This design comes from an exercise in tuning for small area on the open sky130 flow, not from production work. Only simulation tests tie the RTL to the original design; equivalence was not proved. No activity file was given, so power comes from the tool's default toggle rates.

## design/flow/design.v

```verilog
`timescale 1ns/10ps
module sme_top (
    input  logic       clk,
    input  logic       rst_n,
    input  logic [7:0] chardata,
    input  logic       isstring,
    input  logic       ispattern,
    output logic       out_valid,
    output logic       match,
    output logic [4:0] match_index
);
    localparam logic [7:0] CHR_START = 8'h5E;    
    localparam logic [7:0] CHR_END   = 8'h24;    
    localparam logic [7:0] CHR_ANY   = 8'h2E;    
    localparam logic [7:0] CHR_SPACE = 8'h20;
    localparam logic [1:0] ST_IDLE = 2'd0;
    localparam logic [1:0] ST_WAIT = 2'd1;
    localparam logic [1:0] ST_SCAN = 2'd2;
    localparam logic [1:0] ST_END  = 2'd3;
    logic isstring_d;
    logic ispattern_d;
    logic sstart;
    logic pstart;
    logic pend;
    always_ff @(posedge clk) begin
        isstring_d <= isstring;
    end
    always_ff @(posedge clk or negedge rst_n) begin
        if (!rst_n) ispattern_d <= 1'b0;
        else        ispattern_d <= ispattern;
    end
    assign sstart = isstring & ~isstring_d;
    assign pstart = ispattern & ~ispattern_d;
    assign pend   = ispattern_d & ~ispattern;
    logic [255:0] sring;     
    logic [4:0]   ph;        
    logic [4:0]   rem;       
    logic [7:0]   ch;
    always_ff @(posedge clk) begin
        sring <= {(isstring ? chardata : sring[7:0]), sring[255:8]};
        ph    <= sstart ? 5'd1 : ph + 5'd1;
        rem   <= isstring ? 5'd1 : {rem[3:0], rem[4] ^ rem[2] ^ (rem[3:0] == 4'd0)};
    end
    assign ch = sring[7:0];
    logic [63:0] pring;      
    logic [2:0]  rotl;       
    logic [2:0]  rotf;       
    logic [7:0]  first;
    logic [7:0]  last;
    logic        anch;
    logic        lastdol;
    logic        caret_only; 
    logic [2:0]  lenm1;      
    logic [4:0]  idx;
    logic        result_now;
    logic        in_caret;
    logic        in_dol;
    logic [7:0]  in_elem;
    assign in_caret = (chardata == CHR_START);
    assign in_dol   = (chardata == CHR_END);
    assign in_elem  = (in_caret | in_dol) ? CHR_SPACE : chardata;
    always_ff @(posedge clk) begin
        pring <= {(ispattern ? in_elem : pring[7:0]), pring[63:8]};
        rotl  <= ispattern ? 3'd0 : rotl + 3'd1;
        rotf  <= pstart    ? 3'd0 : rotf + 3'd1;
        if (pstart)    anch       <= in_caret;
        if (ispattern) lastdol    <= in_dol;
    end
    assign lenm1      = rotf - rotl;
    assign caret_only = anch & (lenm1 == 3'd0);
    always_comb begin
        for (int i = 0; i < 8; i++) begin
            first[i] = (rotf == 3'(7 - i));
            last[i]  = (rotl == 3'(7 - i));
        end
    end
    logic       ph0;
    logic [7:0] rst_q;       
    logic [7:0] r_next;
    logic       full;
    logic       end_hit;
    assign ph0 = (ph == 5'd0);
    always_comb begin
        for (int i = 0; i < 8; i++) begin
            logic [7:0] e;
            logic       m;
            logic       chain;
            e         = pring[8*i +: 8];
            m         = (e == CHR_ANY) || (e == ch);
            chain     = ph0 ? (first[(i + 7) % 8] & anch) : rst_q[i];
            r_next[i] = (first[i] | chain) & m;
        end
    end
    always_ff @(posedge clk) begin
        rst_q <= r_next;
    end
    assign full    = |(last & r_next);
    assign end_hit = lastdol & (|(last & (first | rst_q)));
    logic [1:0] state;
    logic       go;
    logic       scanning;
    logic       hit;
    logic       lastc;
    logic       result_hit;
    assign go       = (state == ST_WAIT) || (state == ST_IDLE && pend);
    assign scanning = (state == ST_SCAN) || (go && ph0);
    assign hit      = full | caret_only;
    assign lastc    = (rem == 5'd0);
    assign result_now = (scanning && hit) || (state == ST_END);
    assign result_hit = scanning ? hit : end_hit;
    always_ff @(posedge clk or negedge rst_n) begin
        if (!rst_n) begin
            state <= ST_IDLE;
        end else if (scanning) begin
            state <= hit ? ST_IDLE : (lastc ? ST_END : ST_SCAN);
        end else if (go) begin
            state <= ST_WAIT;
        end else begin
            state <= ST_IDLE;
        end
    end
    always_ff @(posedge clk or negedge rst_n) begin
        if (!rst_n) begin
            out_valid <= 1'b0;
            match     <= 1'b0;
        end else begin
            out_valid <= result_now;
            match     <= result_now & result_hit;
        end
    end
    assign idx         = ph - {2'd0, lenm1} - 5'd1 + {4'd0, anch & (lenm1 != 3'd0)};
    assign match_index = idx & {5{match}};
endmodule
```

## design/flow/flow/run.sh

```bash
#!/bin/bash
# The standard layout (standard.sh) with three changed knobs:
#  - adders are left to abc rather than mapped to adder cells, and abc
#    maps the logic with an area-oriented script (flow/area.abc); the rest
#    of the standard synthesis, and so every register, is unchanged
#  - the port buffers are buf_1
#  - the clock tree uses clkbuf_4 and no dummy loads
# Each tool's full output stays in its log under orfs/logs; make's output
# goes to standard_make.log.
set -euo pipefail
HERE=$(pwd)

orig_synth=$(grep -o 'SYNTH_SCRIPT=[^ ]*' standard.sh | head -1 | cut -d= -f2-)
orig_synth=${orig_synth//\'/}
cat > "$HERE/flow_synth.tcl" <<EOT
proc extract_fa {args} { puts "extract_fa skipped: adders go to abc" }
proc abc {args} {
  set i [lsearch -exact \$args -script]
  if {\$i >= 0} { set args [lreplace \$args \$i [expr {\$i + 1}]] }
  yosys abc -script $HERE/flow/area.abc {*}\$args
}
source $orig_synth
EOT
sed "s#SYNTH_SCRIPT=[^ ]*#SYNTH_SCRIPT=$HERE/flow_synth.tcl#" standard.sh > standard_area.sh

export BUFFER_PORTS_ARGS="-buffer_cell sky130_fd_sc_hd__buf_1"
export CTS_ARGS="-sink_clustering_enable -repair_clock_nets -sink_clustering_size 14 -sink_clustering_max_diameter 30 -buf_list sky130_fd_sc_hd__clkbuf_4 -dont_use_dummy_load"
bash standard_area.sh > standard_make.log 2>&1
```

## design/flow/flow/area.abc

```
strash
&get -n
&fraig -x
&put
scorr
dc2
strash
&get -n
&deepsyn -T 10
&dch -f
&nf -R 1000 -p -F 10 -A 10 -C 32
&put
```

## design/flow/standard.sh

```bash
#!/bin/bash
# synth_recipe.tcl (not shown) runs the flow's synth.tcl, then flattens the netlist and writes it again
# the make line also repeats each setting of config.mk as NAME=value (left out here)
make -C /OpenROAD-flow-scripts/flow DESIGN_CONFIG=/design/flow/config.mk WORK_HOME=/design/flow/orfs CLKGATE_MAP_FILE= SYNTH_SCRIPT=/design/flow/synth_recipe.tcl "${@:-finish}"
```

## design/flow/config.mk

```make
export PLATFORM = sky130hd
export DESIGN_NAME = sme_top
export DESIGN_NICKNAME = sme_top
export VERILOG_FILES = /design/flow/design.v
export SDC_FILE = /design/flow/constraint.sdc
export NUM_CORES = 4
export LEC_CHECK = 0
export ABC_AREA = 0
export CAP_MARGIN = 20
export CORE_MARGIN = 2
export CORE_UTILIZATION = 70
export SLEW_MARGIN = 20
```

## design/flow/constraint.sdc

```tcl
create_clock -name core_clock -period 8.0 [get_ports {clk}]
set_input_delay 1.6000 -clock core_clock [delete_from_list [all_inputs] [get_ports {clk}]]
set_output_delay 1.6000 -clock core_clock [all_outputs]
set_load 0.01 [all_outputs]
```

==> reports/qor.yml, run 1 <==
post-cts-setup-buffers: 0
cts-root-buf: "clkbuf_4"
pre_cts_ws_ns: 3.66
cts_tree: "yes"
synth_cells: 638
power.density_nw_per_um2: 311
die_w_microns: 116
route.detailed.drc: 0
grt_setup_unrepaired: "false"
syn_nets: 650
max_freq_mhz: 201
synth_cell_types: 37
htree_num_levels: 2
dp_cells: 828
ys_top_cells_by_area: "dfxtp_1 (78%), xor2_1 (3.4%), xnor2_1 (1.7%)"
path_class: "flop to output port"
fin_ws_ns: 3.03
placementRows: 41
fin_tns_setup_ns: 0
gp_congestion: 0.929
cp-start-kind: "flop"
die_h_microns: 116
seq_area_frac_synth_pct: 80.1
grt_overflow: 0
yosysMostFrequentCell: "dfxtp_1"
syn_avg_cell_area_sq_um: 13.9
ctsHoldBuffers: 0
grt_max_degree: 25
yosysWarnings: 1
die_area_sq_um: 13600
cap_viol_max_count: 0
final-instance-count-excl-fill: 871
ios: 19
routedWlPerCell_microns: 15.9
cts_resized: 0
synth_edf_count: 2
dr.pass1.iters: 5
layout-drive-gt1-share_pct: 6.29
slew-limit-headroom_pct: 31.4
antenna_found_initial: 0
wl_microns: 13800
r2r-start: "sring[4]"
track_usage_pct: 21.6
fin_nets: 713
hold_start: "sring[123]"
syn_to_final_growth_pct: 6.84
clkSlewWorstSetupHoldPaths_ns: 0.13
synth_top_area_share_pct: 78.0
tightest_slew_ns: 1.03
setup_viol: 0
synth_commonest_cells: "dfxtp_1 (345), xor2_1 (34), nor2_1 (30), nand2_1 (28), clkinv_1 (25)"
drtAntennaViolNets: 0
vias: 4632
clock-skew-final_ns: 0.0663
synth_area_leader_cell: "dfxtp_1"
peakVddDrop_mv: 0.206
cts_num_sinks: 352
arrival_ns: 3.37
ys_seq_elements: 352
viasPerCell: 5.32
antenna_cells: 0
start_util_pct: 71.1
layout_min_cycle_time_ns: 4.97
crit_start: "rotl[0]"
clkLatencyLatePin_ns: 0.64
grt_pass1_vias: 4613
core_sq_um: 12500
hold_path.class: "flop to flop"
drt_iter0_markers: 320
leakagePower_nw: 3.77
ys_async_sr_fraction_pct: 1.42
cp_max_fo: 10
hold_viol_final: 0
numCtsBuffers: 43
synth_area_sq_um: 8860
required_ns: 6.40
dp_hpwl_microns: 9220
fin_crit_sh_pct: 62.1
portBuffers: 18
grt_pass1_wl_microns: 22200
synthFlopType: "dfxtp_1"
endpoint_kind: "output port"
clockBufferDepth: 3
drv_slew: 0
status: "no timing/DRC/antenna violations"
==> path summary, 6_finish.rpt <==
path	to	slack [ns]	cells after the start
worst max register to register	match	4.98	9
worst max-delay path	match_index[4]	3.03	15
worst min register to register	sring[115]	0.29	0
worst min-delay path	sring[115]	0.29	0
min in group asynchronous	state[0]	0.84	1
max in group asynchronous	match	6.94	1
==> power breakdown <==
group | leakage (nW) | switching [mW] | internal [mW] | total [mW]
Sequential | 2.99 | 0.0971 | 1.91 | 2.01
Clock | 0.198 | 0.472 | 0.249 | 0.721
Combinational | 0.588 | 0.125 | 0.0952 | 0.220
==> logic make-up after synthesis <==
logic type	Yosys count	synth area share, %
xor gates and xnor gates	51	5.04
muxes	2	0.381
buffers and inverters	25	1.06
DFF	352	80.1
AOI/OAI and AO/OA	83	6.31
and+or+nand+nor	125	7.15
==> state kept, by name, summed over array words and instances, names as in the netlist <==
signal and count:
sring 256, pring 64, rst_q 8, ph 5
rem 5, rotf 3, rotl 3, state 2
anch 1, ispattern_d 1, isstring_d 1, lastdol 1
match 1, out_valid 1
==> critical path, cell delays in order (launching register included) <==
cell and delay [ns]:
dfxtp_1 0.51, nor2b_1 0.26, nand2_1 0.08, o21ai_0 0.10, xnor2_1 0.23, nand3_1 0.22
nand3_1 0.15, a21boi_0 0.28, nor2_1 0.09, a21oi_1 0.16, or2_0 0.17, nand2_1 0.08
nor2_1 0.15, nor2_1 0.06, nor2_1 0.10, buf_1 0.15
==> stage by stage <==
stage / hold slack, ns / cell area (sq um) / utilization (%) / power [mW]
final: 0.286 / 9460 / 75.9 / 2.95
after global routing: 0.270 / 9460 / 75.9 / 3.09
after CTS: 0.269 / 9460 / 75.9 / 2.98
after detailed placement: 0.312 / 9140 / 73.3 / 2.26
after global placement: 0.310 / 9140 / 73.3 / 2.25
after floorplan: 0.310 / 8860 / - / 2.18
==> area by class of cell <==
cell class	instances	area (sq um)
tap	172	215
multi-input combinational	261	1670
inverter	25	93.8
sequential	352	7090
timing repair buffer	18	67.6
fill	756	3000
clock buffer	43	323
==> per-layer routing <==
metal  up-vias  GRT usage [%]  part of all wire [%]
met5         -              0                     0
met3        36           6.23                   7.4
met1      2156           28.6                    46
li1       2277              -                     -
met2       163           33.4                    45
met4         0           9.52                   2.4
==> layout by cell type, fill, tap and decap left out, drive strengths merged, types with 12 or more instances in the layout <==
cell	count
a21oi	17
buf	18
clkbuf	43
clkinv	25
dfxtp	345
nand2	28
nor2	30
nor2b	12
o21ai	18
xnor2	17
xor2	34
==> inputs of run 2 (changes only) <==
--- a/design/flow/flow/run.sh
+++ b/design/flow/flow/run.sh
@@ -26,3 +26,3 @@
 export BUFFER_PORTS_ARGS="-buffer_cell sky130_fd_sc_hd__buf_1"
-export CTS_ARGS="-sink_clustering_enable -repair_clock_nets -sink_clustering_size 14 -sink_clustering_max_diameter 30 -buf_list sky130_fd_sc_hd__clkbuf_4 -dont_use_dummy_load"
+export CTS_ARGS="-sink_clustering_enable -repair_clock_nets -sink_clustering_size 12 -sink_clustering_max_diameter 40 -buf_list sky130_fd_sc_hd__clkbuf_4 -dont_use_dummy_load"
 bash standard_area.sh > standard_make.log 2>&1
==> design/flow/flow/area.abc (replaced) <==
strash
&get -n
&fraig -x
&put
scorr
dc2
strash
&get -n
&deepsyn -T 10
&dch -f
&nf -R 1000 -p
&put
==> run 2 against run 1 <==
Still clean on timing, DRC and antenna; cell count is 0.69% lower; flip-flop and latch count is the same; cell area is 0.29% lower; global-route usage is 0.15 points lower; power down 1.5%; register-to-register slack got worse by 0.08 ns; routed wire length down 0.17%; highest routed layer unchanged.
==> reports/qor.yml, run 2 <==
critPathSlowestCell: "dfxtp_1"
drt_iter0_markers: 356
grt_pass1_vias: 4478
antenna_found_initial: 1
path_class: "flop to output port"
syn_avg_cell_area_sq_um: 13.9
r2r-start: "ph[0]"
hold_viol_final: 0
drv_slew: 0
dr.pass1.iters: 5
viasPerCell: 5.24
cts_num_sinks: 352
crit_family: "simple AND/OR/NAND/NOR gates"
ios: 19
synth_area_sq_um: 8880
fin_crit_sh_pct: 63.0
regToRegSetupSlack_ns: 4.90
hold_path.class: "flop to flop"
clock-skew-final_ns: 0.0599
reg2reg_to: "match"
endpoint_kind: "output port"
placementRows: 41
die_area_sq_um: 13600
tightest_slew_ns: 1.01
required_ns: 6.40
peakVddDrop_mv: 0.196
dp_hpwl_microns: 8960
critPathMostFrequentCell: "nor2_1"
largest_reg_flops: 256
setup_viol: 0
clkLatencyLatePin_ns: 0.60
synth_cells: 638
biggestRegsByFlops: "sring x256, pring x64, rst_q x8"
top_register: "sring"
syn_nets: 650
grt_max_degree: 25
clkSlewWorstSetupHoldPaths_ns: 0.12
grt_overflow: 0
fin_nets: 706
route.detailed.drc: 0
worstHoldPathCells: 0
core_sq_um: 12500
cp-start-kind: "flop"
mostFrequentLayoutCells: "dfxtp_1 (345), clkbuf_4 (36), xor2_1 (30)"
fillers: 838
die_h_microns: 117
cp_num_buf_inv: 1
cpPeakStageDelay_ns: 0.42
die_w_microns: 117
synth_top_area_share_pct: 77.8
cp_max_fo: 10
final_common_cell: "dfxtp_1"
synth_commonest_cells: "dfxtp_1 (345), xor2_1 (30), nor2_1 (28), nand2_1 (27), xnor2_1 (26)"
hold_path_end: "sring[73]"
track_usage_pct: 21.4
crit_chain: "xnor2_1, a21oi_1, xnor2_1, nand3_1, nand3_1, a21boi_0, nor2_1, a21oi_1, or2_0, nand2_1, nor2_1, nor2_1, nor2_1, buf_1"
gp_congestion: 0.823
layout-drive-gt1-share_pct: 5.35
cts_tree: "yes"
synth_cell_types: 39
max_freq_mhz: 198
synth_area_leader_cell: "dfxtp_1"
routedWlPerCell_microns: 16.0
cts-root-buf: "clkbuf_4"
ctsHoldBuffers: 0
ys_async_sr_fraction_pct: 1.42
cts_resized: 0
vias: 4534
status: "no timing/DRC/antenna violations"
post-cts-setup-buffers: 0
fin_tns_setup_ns: 0
clockBufferDepth: 3
worstSetupPathDepth: 14
layout_min_cycle_time_ns: 5.04
drtAntennaViolNets: 0
hold_start: "sring[81]"
ys_top_cells_by_area: "dfxtp_1 (78%), xor2_1 (3.0%), xnor2_1 (2.6%)"
synth_edf_count: 2
yosysWarnings: 1
seq_area_frac_synth_pct: 79.9
numCtsBuffers: 36
cap_viol_max_count: 0
grt_setup_unrepaired: "false"
power_mw: 2.90
yosysMostFrequentCell: "dfxtp_1"
wl_microns: 13800
start_util_pct: 71.0
power.density_nw_per_um2: 308
htree_num_levels: 2
slew-limit-headroom_pct: 32.6
synthFlopType: "dfxtp_1"
grt_pass1_wl_microns: 22400
syn_to_final_growth_pct: 6.26
ff2ff_path_depth: 13
portBuffers: 18
ys_seq_elements: 352
leakagePower_nw: 3.72
arrival_ns: 3.44
## run 2: logic make-up after synthesis
family                    Yosys count  synth area share, %
muxes                               2                0.380
and+or+nand+nor                   132                 7.75
xor gates and xnor gates           56                 5.52
AOI/OAI and AO/OA                  75                 5.61
buffers and inverters              21                0.888
DFF                               352                 79.9
## run 2: final cells by class
| cell class | count | area [sq um] | area share, % |
|---|---|---|---|
| inverter | 21 | 78.8 | 0.835 |
| timing repair buffer | 18 | 67.6 | 0.716 |
| sequential | 352 | 7090 | 75.2 |
| clock buffer | 36 | 270 | 2.86 |
| antenna | 1 | 2.50 | 0.0265 |
| tap | 172 | 215 | 2.28 |
| multi-input combinational | 265 | 1710 | 18.1 |
## run 2: worst max-delay path by stage
stage / start / end / slack [ns]
finish: rotl[1] / match_index[4] / 2.96
global route: rotl[1] / match_index[4] / 2.52
CTS: rotl[1] / match_index[4] / 2.97
detailed placement: rotl[0] / match_index[4] / 3.60
global placement: rotl[0] / match_index[4] / 3.83
floorplan: rotl[0] / match_index[4] / 4.04
## run 2: worst register-to-register path, delay by kind of cell (launching register included)
family / cells / cell delay [ns]
AO/OA/AOI/OAI: 4 / 0.63
flip-flops: 1 / 0.40
AND/OR/NAND/NOR: 9 / 1.96
## run 2: power by group
part | switching, mW | total (mW) | internal (mW)
registers | 0.100 | 2.01 | 1.91
clock network | 0.468 | 0.678 | 0.210
logic | 0.119 | 0.215 | 0.0960
## run 2: per-stage QoR
step	hold WS [ns]	std cells	utilization (%)	setup slack [ns]	area, sq um
finish	0.311	865	75.4	2.96	9440
global route	0.305	865	75.4	2.52	9440
CTS	0.322	864	75.4	2.97	9430
detailed placement	0.312	828	73.2	3.60	9160
global placement	0.310	828	73.2	3.83	9160
floorplan	0.310	638	-	4.04	8880
## run 2: layer usage
layer / routed length, microns / vias up / global-route usage, %
met5: 0 / - / 0
met4: 188 / 0 / 6.59
met3: 802 / 21 / 5.14
met2: 5980 / 131 / 31.6
met1: 6830 / 2133 / 31.8
li1: - / 2249 / -
==> inputs of run 3 (changes only) <==
--- a/design/flow/design.v
+++ b/design/flow/design.v
@@ -54,3 +54,2 @@
     logic [4:0]  idx;
-    logic        result_now;
     logic        in_caret;
@@ -103,2 +102,3 @@
     logic       lastc;
+    logic       result_now;
     logic       result_hit;
==> design/flow/flow/area.abc (replaced) <==
strash
&get -n
&fraig -x
&put
scorr
dc2
strash
&get -n
&deepsyn -T 10
&dch -f
&nf -R 1000 -p -F 10 -A 10 -C 32
&put
==> run 3 against run 2 <==
Still clean on timing, DRC and antenna; utilization grew 0.26 points; first-iteration DRC count grew 3.7%; register-to-register slack gained 0.09 ns; area after synthesis shrank 0.25%; global-route usage shrank 0.085 points; synthesized cell count is the same; clock power is essentially flat; clock-buffer cell count grew 1; maximum frequency grew 1.7%; flip-flop and latch count is the same; highest routed layer unchanged.
==> reports/qor.yml, run 3 <==
status: "no timing/DRC/antenna violations"
route.detailed.drc: 0
max_freq_mhz: 202
grt_max_degree: 25
start_util_pct: 71.1
final_common_cell: "dfxtp_1"
viasPerCell: 5.37
ys_top_cells_by_area: "dfxtp_1 (78%), xor2_1 (3.4%), xnor2_1 (1.7%)"
antenna_cells: 0
dp_cells: 828
ff_latch_area_sq_um: 7090
vias: 4654
cp_max_fo: 10
clkSlewWorstSetupHoldPaths_ns: 0.11
htree_num_levels: 2
fin_nets: 708
synth_edf_count: 2
ys_seq_elements: 352
synthFlopType: "dfxtp_1"
required_ns: 6.40
ios: 19
dr.pass1.iters: 8
drt_iter0_markers: 369
cts-root-buf: "clkbuf_4"
synth_commonest_cells: "dfxtp_1 (345), xor2_1 (34), nor2_1 (30), nand2_1 (28), clkinv_1 (25)"
arrival_ns: 3.36
hold_viol_final: 0
dp_hpwl_microns: 9220
path_class: "flop to output port"
crit_chain: "nor2b_1, nand2_1, o21ai_0, xnor2_1, nand3_1, nand3_1, a21boi_0, nor2_1, a21oi_1, or2_0, nand2_1, nor2_1, nor2_1, nor2_1, buf_1"
seq_area_frac_synth_pct: 80.1
numCtsBuffers: 37
cts_num_sinks: 352
clockBufferDepth: 3
grt_setup_unrepaired: "false"
clock-skew-final_ns: 0.0637
endpoint_kind: "output port"
cap_viol_max_count: 0
synth_cells: 638
drv_slew: 0
cp_num_buf_inv: 1
clkLatencyLatePin_ns: 0.62
syn_to_final_growth_pct: 6.45
synth_area_leader_cell: "dfxtp_1"
die_h_microns: 116
leakagePower_nw: 3.75
placementRows: 41
critPathSlowestCell: "dfxtp_1"
power.density_nw_per_um2: 308
die_w_microns: 116
hold_path.class: "flop to flop"
slew-limit-headroom_pct: 53.0
yosysWarnings: 1
portBuffers: 18
ctsHoldBuffers: 0
top_register: "sring"
synth_area_sq_um: 8860
die_area_sq_um: 13600
fin_tns_setup_ns: 0
layout_min_cycle_time_ns: 4.96
setup_viol: 0
cts_resized: 0
peakVddDrop_mv: 0.190
power_mw: 2.91
ys_async_sr_fraction_pct: 1.42
post-cts-setup-buffers: 0
mostFrequentLayoutCells: "dfxtp_1 (345), clkbuf_4 (37), xor2_1 (34)"
antenna_found_initial: 0
layout-drive-gt1-share_pct: 5.62
yosysMostFrequentCell: "dfxtp_1"
whs_ns: 0.291
biggestRegsByFlops: "sring x256, pring x64, rst_q x8"
crit_family: "simple AND/OR/NAND/NOR gates"
largest_reg_flops: 256
cpPeakStageDelay_ns: 0.52
syn_avg_cell_area_sq_um: 13.9
routedWlPerCell_microns: 15.9
multiInputGateArea_sq_um: 1670
drtAntennaViolNets: 0
cp-start-kind: "flop"
grt_overflow: 0
grt_pass1_vias: 4573
cts_tree: "yes"
syn_nets: 650
grt_pass1_wl_microns: 22200
final-instance-count-excl-fill: 866
core_sq_um: 12500
wl_microns: 13800
synth_top_area_share_pct: 78.0
critPathMostFrequentCell: "nor2_1"
gp_congestion: 0.929
fin_crit_sh_pct: 62.0
track_usage_pct: 21.4
tightest_slew_ns: 0.704
synth_cell_types: 37
fillers: 755
[run 3: cell count changes after synthesis, sizes merged, moves of 4 or more]
cell	before	now
xor2	30	34
a221o	0	4
clkinv	21	25
o21ai	12	18
xnor2	26	17
[run 3: final cells by class]
cell class,instances,share of cell area [%]
timing repair buffer,19,0.836
multi-input combinational,261,17.7
inverter,25,0.995
clock buffer,37,2.95
tap,172,2.28
sequential,352,75.2
[run 3: path summary, 6_finish.rpt]
check / from / endpoint / slack, ns / cells past startpoint
worst max-delay path: rotl[0] / match_index[4] / 3.04 / 15
worst min-delay path: sring[253] / sring[245] / 0.29 / 0
worst max register to register: sring[4] / match / 4.99 / 9
worst min register to register: sring[253] / sring[245] / 0.29 / 0
max in group asynchronous: rst_n / match / 6.94 / 1
min in group asynchronous: rst_n / ispattern_d / 0.82 / 1
[run 3: worst reg2reg max path, cell delays in order (launching register included)]
cell,delay (ns)
dfxtp_1,0.57
clkinv_1,0.42
a221o_1,0.44
nor4_1,0.29
o21ai_0,0.25
a221oi_1,0.34
a21oi_1,0.09
o21ai_0,0.19
and2_0,0.21
nor2b_1,0.12
[run 3: kinds of logic (layout without fill, tap and decap cells)]
group	Yosys count	count (layout)	synth area share, %
AND/OR/NAND/NOR	125	125	7.15
multiplexers	2	2	0.381
flip-flops	352	352	80.1
buffers and inverters	25	81	1.06
AO/OA/AOI/OAI	83	83	6.31
XOR/XNOR	51	51	5.04
[run 3: stage by stage]
step | utilization, % | instance area [sq um] | setup slack [ns]
2_1_floorplan | - | 8860 | 4.04
3_3_place_gp | 73.3 | 9140 | 3.80
3_5_place_dp | 73.3 | 9140 | 3.66
4_1_cts | 75.6 | 9420 | 3.03
5_1_grt | 75.6 | 9430 | 2.70
6_report | 75.6 | 9430 | 3.04
[run 3: power breakdown]
group	total (mW)	internal (mW)	switching, mW
clock network	0.681	0.215	0.466
registers	2.01	1.91	0.0965
logic	0.221	0.0957	0.125
total	2.91	2.22	0.688
[run 3: metal layers]
layer / vias up / track usage (%) / wire length, microns
met5: - / 0 / 0
met4: 0 / 8.65 / 342
met3: 40 / 5.35 / 1050
met2: 183 / 32.9 / 6120
met1: 2170 / 29.3 / 6270
li1: 2261 / - / -
==> inputs of run 4 (changes only) <==
--- a/design/flow/config.mk
+++ b/design/flow/config.mk
@@ -10,3 +10,3 @@
 export CORE_MARGIN = 2
-export CORE_UTILIZATION = 70
+export CORE_UTILIZATION = 50
 export SLEW_MARGIN = 20
==> run 4 against run 3 <==
Sequential power barely moved; cell count rose by 6.4%; still clean; routed wire length rose by 2.7%; sequential share of layout area fell by 0.60 points; critical endpoint unchanged; hold slack improved by 0.016 ns; flip-flop and latch count did not move; critical path depth did not move; largest cell class unchanged; synthesized cell count did not move; non-clock buffer count did not move.
==> reports/qor.yml, run 4 <==
mostFrequentLayoutCells: "dfxtp_1 (345), clkbuf_4 (38), xor2_1 (34)"
largest_reg_flops: 256
regToRegSetupSlack_ns: 4.82
placed_area_sq_um: 9210
arrival_ns: 3.57
grtUsageMet3_pct: 3.59
biggestRegsByFlops: "sring x256, pring x64, rst_q x8"
viasPerCell: 5.02
grt_pass1_wl_microns: 22700
grt_max_degree: 25
routedWlPerCell_microns: 15.4
numCtsBuffers: 38
grtUsageMet1_pct: 22.2
hold_path.class: "flop to flop"
fin_crit_sh_pct: 64.7
fin_ws_ns: 2.83
ctsHoldBuffers: 0
top_register: "sring"
clockBufferDepth: 3
ios: 19
cts_resized: 0
max_freq_mhz: 193
fillers: 1473
core_sq_um: 17300
grt_setup_unrepaired: "false"
cts_tree: "yes"
track_usage_pct: 15.7
yosysMostFrequentCell: "dfxtp_1"
final_core_util_pct: 55.0
wl_microns: 14200
synth_top_area_share_pct: 78.0
final_common_cell: "dfxtp_1"
grt_pass1_vias: 4583
synth_edf_count: 2
top_usage_layer: "met2"
yosysWarnings: 1
syn_to_final_growth_pct: 7.32
leakagePower_nw: 3.75
worstHoldPathCells: 0
die_w_microns: 137
cts_num_sinks: 352
synth_cell_types: 37
fin_tns_setup_ns: 0
final_area_sq_um: 9510
hold_path_end: "sring[241]"
peakVddDrop_mv: 0.168
start_util_pct: 51.2
path_class: "flop to output port"
cts-root-buf: "clkbuf_4"
power_mw: 2.93
required_ns: 6.40
synth_cells: 638
layout_min_cycle_time_ns: 5.17
synth_commonest_cells: "dfxtp_1 (345), xor2_1 (34), nor2_1 (30), nand2_1 (28), clkinv_1 (25)"
htree_num_levels: 2
grt_overflow: 0
layout-drive-gt1-share_pct: 5.76
route.detailed.drc: 0
cap_viol_max_count: 0
hold_start: "sring[249]"
drv_slew: 0
ys_seq_elements: 352
ys_async_sr_fraction_pct: 1.42
cp-start-kind: "flop"
slew-limit-headroom_pct: 50.5
synth_area_sq_um: 8860
clock-skew-final_ns: 0.0566
r2r-start: "sring[4]"
clkSlewWorstSetupHoldPaths_ns: 0.11
setup_viol: 0
seq_area_frac_synth_pct: 80.1
syn_nets: 650
pre_cts_ws_ns: 3.51
hold_viol_final: 0
cp_max_fo: 8
die_h_microns: 137
antenna_found_initial: 1
fin_nets: 709
final-instance-count-excl-fill: 921
clkLatencyLatePin_ns: 0.63
gp_congestion: 0.835
ff2ff_path_depth: 9
synthFlopType: "dfxtp_1"
ys_top_cells_by_area: "dfxtp_1 (78%), xor2_1 (3.4%), xnor2_1 (1.7%)"
synth_area_leader_cell: "dfxtp_1"
placementRows: 48
drtAntennaViolNets: 0
syn_avg_cell_area_sq_um: 13.9
reg2reg_to: "match"
status: "no timing/DRC/antenna violations"
dp_cells: 881
endpoint_kind: "output port"
power.density_nw_per_um2: 308
whs_ns: 0.307
vias: 4626
portBuffers: 18
tightest_slew_ns: 0.741
post-cts-setup-buffers: 0
dp_hpwl_microns: 9210
die_area_sq_um: 18800
drt_iter0_markers: 255
dr.pass1.iters: 4
use_met2_pct: 23.2
## run 4: worst max-delay path, stage by stage, from the launching register on
cell and delay (ns):
dfxtp_1 0.52, xnor2_1 0.19, nand2_1 0.08, o21ai_0 0.09
xnor2_1 0.33, nand3_1 0.21, nand3_1 0.15, a21boi_0 0.35
nor2_1 0.09, a21oi_1 0.18, or2_0 0.18, nand2_1 0.08
nor2_1 0.18, nor2_1 0.07, nor2_1 0.10, buf_1 0.16
## run 4: cell type report
| class | count | area (sq um) | share of cell area, % |
|---|---|---|---|
| Sequential cell | 352 | 7090 | 74.6 |
| Multi-Input combinational cell | 261 | 1670 | 17.6 |
| Clock buffer | 38 | 285 | 3.00 |
| Tap cell | 225 | 282 | 2.96 |
| Inverter | 25 | 93.8 | 0.987 |
| Timing Repair Buffer | 19 | 78.8 | 0.829 |
| Antenna cell | 1 | 2.50 | 0.0263 |
## run 4: cells by family (layout without fill, tap and decap cells)
| kind of cell | after synthesis | in the layout | share of synthesized area (%) |
|---|---|---|---|
| xor+xnor | 51 | 51 | 5.04 |
| compound gates | 83 | 83 | 6.31 |
| buf+inv | 25 | 82 | 1.06 |
| flops | 352 | 352 | 80.1 |
| mux | 2 | 2 | 0.381 |
| simple gates | 125 | 125 | 7.15 |
| other cells | 0 | 1 | 0 |
## run 4: layer usage
| metal | routed length [microns] | share of wire [%] |
|---|---|---|
| met1 | 6970 | 49 |
| met2 | 6010 | 42 |
| met3 | 727 | 5.1 |
| met4 | 445 | 3.1 |
| met5 | 0 | 0 |
## run 4: how the worst max path moves through the flow
| stage | startpoint | to | slack [ns] | depth (start not counted) |
|---|---|---|---|---|
| final | rotl[1] | match_index[4] | 2.83 | 15 |
| after global routing | rotl[0] | match_index[4] | 2.50 | 15 |
| after CTS | rotl[0] | match_index[4] | 2.80 | 15 |
| after detailed placement | rotl[0] | match_index[4] | 3.51 | 15 |
| after global placement | rotl[0] | match_index[4] | 3.79 | 15 |
| after floorplan | rotl[0] | match_index[4] | 4.04 | 14 |
## run 4: power by group
group	internal [mW]	total [mW]	leakage, nW	switching, mW
Sequential	1.91	2.01	2.99	0.0965
Combinational	0.0956	0.223	0.594	0.127
Clock	0.221	0.699	0.175	0.479
Total	2.23	2.93	3.75	0.703
==> inputs of run 5 (changes only) <==
--- a/design/flow/design.v
+++ b/design/flow/design.v
@@ -43,3 +43,4 @@
     end
-    assign ch = sring[7:0];
+    logic in_end;
+    assign ch = in_end ? CHR_SPACE : sring[7:0];
     logic [63:0] pring;      
@@ -88,3 +89,3 @@
             m         = (e == CHR_ANY) || (e == ch);
-            chain     = ph0 ? (first[(i + 7) % 8] & anch) : rst_q[i];
+            chain     = (ph0 & ~in_end) ? (first[(i + 7) % 8] & anch) : rst_q[i];
             r_next[i] = (first[i] | chain) & m;
@@ -96,3 +97,3 @@
     assign full    = |(last & r_next);
-    assign end_hit = lastdol & (|(last & (first | rst_q)));
+    assign end_hit = lastdol & full;
     logic [1:0] state;
@@ -105,2 +106,3 @@
     assign go       = (state == ST_WAIT) || (state == ST_IDLE && pend);
+    assign in_end   = (state == ST_END);
     assign scanning = (state == ST_SCAN) || (go && ph0);
--- a/design/flow/config.mk
+++ b/design/flow/config.mk
@@ -10,3 +10,3 @@
 export CORE_MARGIN = 2
-export CORE_UTILIZATION = 50
+export CORE_UTILIZATION = 70
 export SLEW_MARGIN = 20
==> run 5 against run 4 <==
Still clean on timing, DRC and antenna; clock-buffer cell count fell by 2; cell count decreased by 7.4%; cell area fell by 1.2%; power is 1.0% lower; area after synthesis down 0.34%; routed wire length fell by 4.6%; via count fell by 0.84%; flip-flop and latch count unchanged; critical path depth decreased by 4; sequential share of layout area increased by 0.93 points; non-clock buffer count unchanged.
==> reports/qor.yml, run 5 <==
syn_nets: 638
synth_area_sq_um: 8830
biggestRegsByFlops: "sring x256, pring x64, rst_q x8"
cts-root-buf: "clkbuf_4"
reg2reg_to: "out_valid"
die_area_sq_um: 13500
fillers: 794
synth_cells: 626
start_util_pct: 70.8
dr.pass1.iters: 5
hold_path_end: "sring[206]"
cts_resized: 0
regToRegSetupSlack_ns: 4.52
vias: 4587
layout_min_cycle_time_ns: 4.76
drtAntennaViolNets: 0
viasPerCell: 5.38
synth_area_leader_cell: "dfxtp_1"
synth_top_area_share_pct: 78.2
ys_top_cells_by_area: "dfxtp_1 (78%), xnor2_1 (2.4%), xor2_1 (1.5%)"
die_h_microns: 116
gp_congestion: 0.829
leakagePower_nw: 3.69
crit_chain: "xor2_1, nand2b_1, nand3_1, o21ai_0, o22a_1, maj3_1, maj3_1, nor2_1, o21ai_0, a21oi_1, buf_1"
placementRows: 41
clockBufferDepth: 3
ff2ff_path_depth: 12
clock-skew-final_ns: 0.0509
die_w_microns: 116
endpoint_kind: "output port"
routedWlPerCell_microns: 15.8
tightest_slew_ns: 0.836
core_sq_um: 12500
syn_to_final_growth_pct: 6.35
largest_reg_flops: 256
mostFrequentLayoutCells: "dfxtp_1 (345), clkbuf_4 (36), nand2_1 (33)"
crit_family: "adder cells"
arrival_ns: 3.16
track_usage_pct: 21.2
required_ns: 6.40
cts_tree: "yes"
cp_num_buf_inv: 1
final_core_util_pct: 75.3
r2r-start: "state[1]"
grt_pass1_vias: 4419
top_register: "sring"
worstHoldPathCells: 0
layout-drive-gt1-share_pct: 5.43
status: "no timing/DRC/antenna violations"
syn_avg_cell_area_sq_um: 14.1
final_common_cell: "dfxtp_1"
antenna_found_initial: 0
clkLatencyLatePin_ns: 0.58
wl_microns: 13500
grt_setup_unrepaired: "false"
clkSlewWorstSetupHoldPaths_ns: 0.11
yosysMostFrequentCell: "dfxtp_1"
drv_slew: 0
peakVddDrop_mv: 0.230
hold_path.class: "flop to flop"
cpPeakStageDelay_ns: 0.52
fin_crit_sh_pct: 59.5
synth_commonest_cells: "dfxtp_1 (345), nand2_1 (33), nor2_1 (24), xnor2_1 (24), a21oi_1 (20)"
cts_num_sinks: 352
cp_max_fo: 8
ys_async_sr_fraction_pct: 1.42
seq_area_frac_synth_pct: 80.3
max_freq_mhz: 210
htree_num_levels: 2
yosysWarnings: 1
fin_tns_setup_ns: 0
grt_max_degree: 18
critPathSlowestCell: "dfxtp_1"
final_area_sq_um: 9390
drt_iter0_markers: 329
path_class: "flop to output port"
hold_viol_final: 0
synth_edf_count: 2
route.detailed.drc: 0
power.density_nw_per_um2: 309
slew-limit-headroom_pct: 44.3
fin_nets: 695
post-cts-setup-buffers: 0
synth_cell_types: 40
dp_hpwl_microns: 8740
hold_start: "sring[214]"
setup_viol: 0
cp-start-kind: "flop"
cap_viol_max_count: 0
grt_overflow: 0
grt_pass1_wl_microns: 21900
numCtsBuffers: 36
portBuffers: 18
ctsHoldBuffers: 0
synthFlopType: "dfxtp_1"
ys_seq_elements: 352
antenna_cells: 0
placed_area_sq_um: 9120
ios: 19
[run 5: cell types whose count changed after synthesis, sizes merged, moves of 4 or more]
cell	previous run	this run
xnor2	17	24
clkinv	25	10
nor4	11	7
a22o	6	0
nor2	30	24
nand2	28	33
xor2	34	15
mux2	1	9
[run 5: power by group]
group | internal, mW | switching, mW | total, mW
combinational | 0.102 | 0.138 | 0.240
sequential | 1.90 | 0.0892 | 1.99
clock | 0.210 | 0.460 | 0.670
total | 2.21 | 0.687 | 2.90
[run 5: logic make-up after synthesis]
group	after synthesis	synth area share [%]
flip-flops	352	80.3
XOR/XNOR	39	3.87
adder cells (fa/ha/maj)	3	0.340
multiplexers	9	1.15
AO/OA/AOI/OAI	86	6.53
buffers and inverters	10	0.425
AND/OR/NAND/NOR	127	7.36
[run 5: final cells by class]
type                    instances  area [sq um]  area share (%)
repair buffers                 19          75.1           0.800
well taps                     172           215            2.29
inverters                      10          37.5           0.400
clock buffers                  36           270            2.88
flip-flops and latches        352          7090            75.5
multi-input cells             264          1700            18.1
[run 5: routing by layer]
metal / vias up / track usage [%] / routed length [microns]
li1: 2262 / - / -
met5: - / 0 / 0
met1: 2159 / 28.8 / 6140
met3: 37 / 6.38 / 856
met4: 0 / 9.52 / 416
met2: 129 / 31.6 / 6090
[run 5: worst max-delay path by stage]
stage	startpoint	slack [ns]	end	depth (start not counted)
finish	rotf[1]	3.24	match_index[4]	11
global route	rotl[1]	2.99	match_index[4]	11
CTS	rotl[1]	3.20	match_index[4]	11
detailed placement	rotf[1]	3.82	match_index[4]	11
global placement	rotf[1]	3.89	match_index[4]	11
floorplan	rotf[1]	4.07	match_index[4]	10
[run 5: per-stage QoR]
step / power [mW] / setup slack, ns / hold WS [ns] / std cells
floorplan: 2.18 / 4.07 / 0.310 / 626
global route: 3.04 / 2.99 / 0.307 / 853
global placement: 2.25 / 3.89 / 0.310 / 817
CTS: 2.93 / 3.20 / 0.317 / 853
detailed placement: 2.26 / 3.82 / 0.312 / 817
finish: 2.90 / 3.24 / 0.316 / 853
==> inputs of run 6 (changes only) <==
==> design/flow/run.sh (new file) <==
#!/bin/bash
# synth_recipe.tcl (not shown) runs the flow's synth.tcl, then flattens the netlist and writes it again
# the make line also repeats each setting of config.mk as NAME=value (left out here)
make -C /OpenROAD-flow-scripts/flow DESIGN_CONFIG=/design/flow/config.mk WORK_HOME=/design/flow/orfs CLKGATE_MAP_FILE= SYNTH_SCRIPT=/design/flow/synth_recipe.tcl finish
--- a/design/flow/config.mk
+++ b/design/flow/config.mk
@@ -11,2 +11,5 @@
 export CORE_UTILIZATION = 70
+export CTS_BUF_LIST = sky130_fd_sc_hd__clkbuf_4
+export CTS_CLUSTER_DIAMETER = 40
+export CTS_CLUSTER_SIZE = 12
 export SLEW_MARGIN = 20
removed: design/flow/flow/run.sh
removed: design/flow/flow/area.abc
removed: design/flow/standard.sh
==> run 6 against run 5 <==
Clock skew increased by 0.0021 ns; non-clock buffer count unchanged; cell count increased by 11%; power increased by 9.2%.
==> reports/qor.yml, run 6 <==
post-cts-setup-buffers: 0
top_register: "sring"
swShare_pct: 25.8
required_ns: 6.40
synth_edf_count: 2
intPower_mw: 2.35
clkLatencyLatePin_ns: 0.65
whs_ns: 0.292
cap_viol_max_count: 0
cp_max_fo: 4
slew-limit-headroom_pct: 49.3
grt_pass1_wl_microns: 26400
comb_power_share_pct: 10.4
synth_area_sq_um: 9650
yosysMostFrequentCell: "dfxtp_1"
biggestRegsByFlops: "sring x256, pring x64, rst_q x8"
grt_setup_unrepaired: "false"
clockBufferDepth: 3
cts_resized: 0
synth_area_leader_cell: "dfxtp_1"
cts_tree: "yes"
layout_min_cycle_time_ns: 5.78
seq_area_frac_synth_pct: 73.5
leakagePower_nw: 4.10
largest_reg_flops: 256
ios: 19
ctsHoldBuffers: 0
ys_top_cells_by_area: "dfxtp_1 (72%), xnor2_1 (3.1%), a32oi_1 (2.7%)"
drv_slew: 0
die_h_microns: 121
core_sq_um: 13300
synthFlopType: "dfxtp_1"
die_w_microns: 121
grt_max_degree: 39
critPathMostFrequentCell: "fa_1"
synth_cell_types: 50
synth_top_area_share_pct: 71.6
syn_nets: 750
status: "no timing/DRC/antenna violations"
htree_num_levels: 2
wl_microns: 16200
antenna_found_initial: 1
clock-skew-final_ns: 0.0530
gp_congestion: 0.914
synth_commonest_cells: "dfxtp_1 (345), nor2b_1 (41), xnor2_1 (34), nor2_1 (33), a32oi_1 (30)"
dr.pass1.iters: 5
mostFrequentLayoutCells: "dfxtp_1 (345), clkbuf_4 (43), nor2b_1 (41)"
start_util_pct: 72.3
grt_overflow: 0
hold_path.class: "flop to flop"
placementRows: 42
endpoint_kind: "output port"
peakVddDrop_mv: 0.223
routedWlPerCell_microns: 17.1
final_core_util_pct: 77.9
cp_num_buf_inv: 3
route.detailed.drc: 0
cpPeakStageDelay_ns: 0.53
synth_cells: 718
cts_num_sinks: 352
tightest_slew_ns: 0.751
power_switching_mw: 0.815
clkSlewWorstSetupHoldPaths_ns: 0.11
layout-drive-gt1-share_pct: 8.56
setup_viol: 0
vias: 5359
ys_seq_elements: 352
arrival_ns: 4.18
p_clk_share_pct: 26.3
crit_family: "adder cells"
viasPerCell: 5.65
fin_nets: 788
grt_pass1_vias: 5280
dp_hpwl_microns: 10900
hold_viol_final: 0
fin_crit_sh_pct: 72.3
max_freq_mhz: 173
syn_avg_cell_area_sq_um: 13.4
cp-start-kind: "flop"
seqPwrFrac_pct: 63.3
final_common_cell: "dfxtp_1"
yosysWarnings: 1
die_area_sq_um: 14700
fin_tns_setup_ns: 0
numCtsBuffers: 39
cts-root-buf: "clkbuf_4"
fillers: 804
critPathSlowestCell: "clkdlybuf4s50_1"
syn_to_final_growth_pct: 7.71
ys_async_sr_fraction_pct: 1.42
drtAntennaViolNets: 0
path_class: "flop to output port"
portBuffers: 18
crit_chain: "inv_1, ha_1, fa_1, xnor2_1, xnor2_1, and3_1, nor2b_1, fa_1, inv_1, fa_1, nor2b_1, nor3_1, xor2_1, and2_1, clkdlybuf4s50_1"
drt_iter0_markers: 405
power.density_nw_per_um2: 304
track_usage_pct: 23.2
[run 6: cells by family after synthesis]
logic type      synth area share, %
compound gates                 8.82
xor+xnor                       3.63
fa+ha+maj                      2.83
buf+inv                        1.65
flops                          73.5
mux                            1.05
simple gates                   8.54
[run 6: routing by layer]
| layer | vias up | global-route usage, % | part of all wire (%) |
|---|---|---|---|
| li1 | 2576 | - | - |
| met1 | 2544 | 31.6 | 45 |
| met2 | 193 | 35.9 | 46 |
| met3 | 46 | 4.51 | 5.7 |
| met4 | 0 | 10.8 | 3.4 |
| met5 | - | 0 | 0 |
[run 6: power groups by stage]
| stage | logic [mW] | registers, mW | clock network, mW |
|---|---|---|---|
| 6_report | 0.331 | 2.00 | 0.831 |
| 5_1_grt | 0.366 | 2.02 | 0.919 |
| 4_1_cts | 0.328 | 2.00 | 0.851 |
| 3_5_place_dp | 0.324 | 2.04 | 0 |
| 3_3_place_gp | 0.301 | 2.03 | 0 |
| 2_1_floorplan | 0.252 | 2.00 | 0 |
[run 6: path summary, 6_finish.rpt]
| kind | depth (start not counted) | slack [ns] | startpoint | to |
|---|---|---|---|---|
| worst min register to register | 0 | 0.29 | sring[252] | sring[244] |
| worst max register to register | 9 | 4.85 | sring[1] | state[0] |
| min in group asynchronous | 1 | 1.21 | rst_n | state[1] |
| worst max-delay path | 15 | 2.22 | rotf[0] | match_index[4] |
| max in group asynchronous | 1 | 6.55 | rst_n | ispattern_d |
| worst min-delay path | 0 | 0.29 | sring[252] | sring[244] |
[run 6: cell type report]
| class | instances | area (sq um) | share of cell area [%] |
|---|---|---|---|
| Clock buffer | 43 | 323 | 3.11 |
| Sequential cell | 352 | 7090 | 68.2 |
| Tap cell | 176 | 220 | 2.12 |
| Antenna cell | 2 | 5.00 | 0.0481 |
| Clock inverter | 13 | 108 | 1.04 |
| Timing Repair Buffer | 19 | 188 | 1.81 |
| Multi-Input combinational cell | 328 | 2400 | 23.1 |
| Inverter | 16 | 60.1 | 0.578 |
[run 6: through the flow]
step                      cell area [sq um]  cells  setup WS, ns  total power [mW]
final                                 10400    949          2.22              3.16
after global routing                  10400    949          1.96              3.30
after CTS                             10400    947          2.23              3.18
after detailed placement               9960    891          2.90              2.36
after global placement                 9960    891          3.12              2.33
after floorplan                        9650    718          3.68              2.25

## port drivers added, routing unchanged
The results above use ideal ports. As a check the final layouts listed here were re-extracted and re-timed, cells and wires unchanged.
Step 1 assumes that a clkbuf_16 drives the clock port and a buf_2 every other input.
Step 2 also shifts input and output timing later by t, the mid clock arrival at the registers, as if the neighbouring blocks saw the same clock.
Three values: ideal, step 1, step 2; two values: the first two.
run	t, ns	setup WS [ns]	worst register clock-pin slew, ns	worst data-port slew with drivers (ns)	pins driven straight from the clock port
run 1	0.644	3.034 / 3.000 / 3.644	0.13 / 0.13	0.04	1
run 2	0.609	2.956 / 2.919 / 3.527	0.12 / 0.12	0.03	1
run 3	0.626	3.040 / 3.002 / 3.628	0.12 / 0.12	0.04	1
run 4	0.645	2.827 / 2.785 / 3.430	0.12 / 0.12	0.04	1
run 5	0.593	3.241 / 3.207 / 3.800	0.12 / 0.12	0.06	1
run 6	0.662	2.219 / 2.182 / 2.844	0.12 / 0.12	0.03	1
After both steps every run listed still meets setup and hold.
